This design comes from an exercise in tuning for small area, a short achievable clock period and few clock cycles per item on the open sky130 flow, not from production work. Function was checked by simulation only, so behaviour that the tests miss may differ from the original.

== north ==
// moesi_cache_top
module moesi_cache_top
(
  input  logic  clk,
  input  logic  rst_n,
  input  logic  cpu_read_req,
  input  cache_pkg::addr_t cpu_read_addr,
  output logic  cpu_read_ack,
  output cache_pkg::data_t cpu_read_data,
  input  logic  cpu_write_req,
  input  cache_pkg::addr_t cpu_write_addr,
  input  cache_pkg::data_t cpu_write_data,
  output logic  cpu_write_ack,
  output logic  read_s,
  output logic  read_ex,
  output cache_pkg::addr_t cache_req_addr,
  output logic  write_back,
  output cache_pkg::tag_t  wb_tag,
  output cache_pkg::data_t wb_data,
  input  logic  read_s_ack,
  input  logic  read_ex_ack,
  input  cache_pkg::data_t mem_data,
  input  logic  shared,
  input  logic  inv_req,
  input  cache_pkg::addr_t inv_addr,
  output logic  inv_ack,
  input  logic  gets_req,
  input  cache_pkg::addr_t gets_addr,
  output logic  gets_ack,
  output cache_pkg::data_t owned_data
);
  localparam int N = 128;
  logic [N-1:0]     v_mem, d_mem, x_mem;
  cache_pkg::tag_t  tag_mem  [N];
  cache_pkg::data_t data_mem [N];
  logic any_req;
  cache_pkg::addr_t sel_addr;
  assign any_req  = cpu_read_req | cpu_write_req | inv_req | gets_req;
  assign sel_addr = ({9{cpu_read_req}}  & cpu_read_addr)  |
                    ({9{cpu_write_req}} & cpu_write_addr) |
                    ({9{inv_req}}       & inv_addr)       |
                    ({9{gets_req}}      & gets_addr);
  logic [3:0]  rd_hi;
  logic [31:0] rd_lo;
  always_comb begin
    for (int j = 0; j < 4; j++)
  ...
clock: 7.0 ns
lec_check: 0
cap_margin: 20
core_margin: 2
core_utilization: 60
cts_cluster_diameter: 100
cts_cluster_size: 24
setup_slack_margin: 3.7
slew_margin: 20
run.sh (not shown) runs the stock make flow with config.mk's settings and CLKGATE_MAP_FILE= SYNTH_SCRIPT=/design/flow/synth_recipe.tcl, a recipe that flattens the netlist after the stock synthesis.
north: PASS, flow complete, no timing, DRC or antenna violations
Testbench counts of north, summed over its fixed seeds: cycles 84,376, items 24,000.
### north -> south
diff --git a/flow/config.mk b/flow/config.mk
--- a/flow/config.mk
+++ b/flow/config.mk
@@ -11,4 +11,4 @@
 export CTS_CLUSTER_DIAMETER = 100
-export CTS_CLUSTER_SIZE = 24
-export SETUP_SLACK_MARGIN = 3.7
+export CTS_CLUSTER_SIZE = 20
+export SETUP_SLACK_MARGIN = 3.6
 export SLEW_MARGIN = 20
==> comparison <==
- south was carried through to the last stage, and its layout satisfied the timing, DRC and antenna checks.
- Comparing the two runs side by side, south comes out behind north on power.
- south has via count of the routed design above what north had.
- Summary of south over north: largest net degree at the start of global routing down 12%; clock period minus final worst setup slack went down.

* * *

lane 2:
moesi_cache_top, a different RTL version from the one above (not shown whole).
Size: ~1,700 flip-flops, roughly 64,000 sq um of cells after synthesis.
// moesi_cache_top
module moesi_cache_top
(
  input  logic  clk,
  input  logic  rst_n,
  input  logic  cpu_read_req,
  input  cache_pkg::addr_t cpu_read_addr,
  output logic  cpu_read_ack,
  output cache_pkg::data_t cpu_read_data,
  input  logic  cpu_write_req,
  input  cache_pkg::addr_t cpu_write_addr,
  input  cache_pkg::data_t cpu_write_data,
  output logic  cpu_write_ack,
  output logic  read_s,
  output logic  read_ex,
  output cache_pkg::addr_t cache_req_addr,
  output logic  write_back,
  output cache_pkg::tag_t  wb_tag,
  output cache_pkg::data_t wb_data,
  input  logic  read_s_ack,
  input  logic  read_ex_ack,
  input  cache_pkg::data_t mem_data,
  input  logic  shared,
  input  logic  inv_req,
  input  cache_pkg::addr_t inv_addr,
  output logic  inv_ack,
  input  logic  gets_req,
  input  cache_pkg::addr_t gets_addr,
  output logic  gets_ack,
  output cache_pkg::data_t owned_data
);
clock: 7.0 ns
lec_check: 0
cap_margin: 20
core_margin: 2
core_utilization: 60
cts_cluster_diameter: 100
cts_cluster_size: 20
setup_slack_margin: 3.8
slew_margin: 20
Testbench counts of lane 2, summed over its fixed seeds: cycles 84,376, items 24,000.
Changes in lane 4 relative to lane 2:
- a change of SETUP_SLACK_MARGIN from 3.8 to 3.6
### Flow results
Of the two values seen for worst setup path startpoint, gets_addr[0] was produced by lane 4 and inv_req by lane 2. [lane 4] worst setup timing slack at the placement stage fell 0.26 ns relative to lane 2. From lane 2 to lane 4 the numbers moved as follows: worst-margin pin slew has increased, routed length on met1 has decreased.

==> static timing again, ports no longer ideal <==
The flow's constraints put no driver on any port. The routed layouts listed below were extracted and timed again, unchanged, in two steps. Step 1: set_driving_cell puts a clkbuf_16 on clk and a buf_2 on each other input, an assumption about the parent block. Step 2 moves the port delays by t, midway between the first and last clock arrival at a register: inputs arrive t later, outputs are due t later. That takes back most of the time a late clock gives input paths. a / b / c = no drivers / after step 1 / after step 2; a / b = the first two.
run | t (ns) | slack for setup (ns) | clock arrival spread, ns | worst data-port slew with drivers (ns)
north | 0.774 | 3.196 / 3.236 / 2.463 | 0.036 / 0.035 | 0.07
south | 0.774 | 3.363 / 3.405 / 2.631 | 0.040 / 0.040 | 0.08
lane 2 | 0.807 | 3.290 / 3.320 / 2.513 | 0.032 / 0.032 | 0.06
lane 4 | 0.798 | 3.094 / 3.126 / 2.328 | 0.037 / 0.038 | 0.10
After both steps every run listed still meets setup and hold. For lane 2, which loses most, drivers alone change the setup slack by +0.030 ns; drivers and shift together by -0.777 ns.
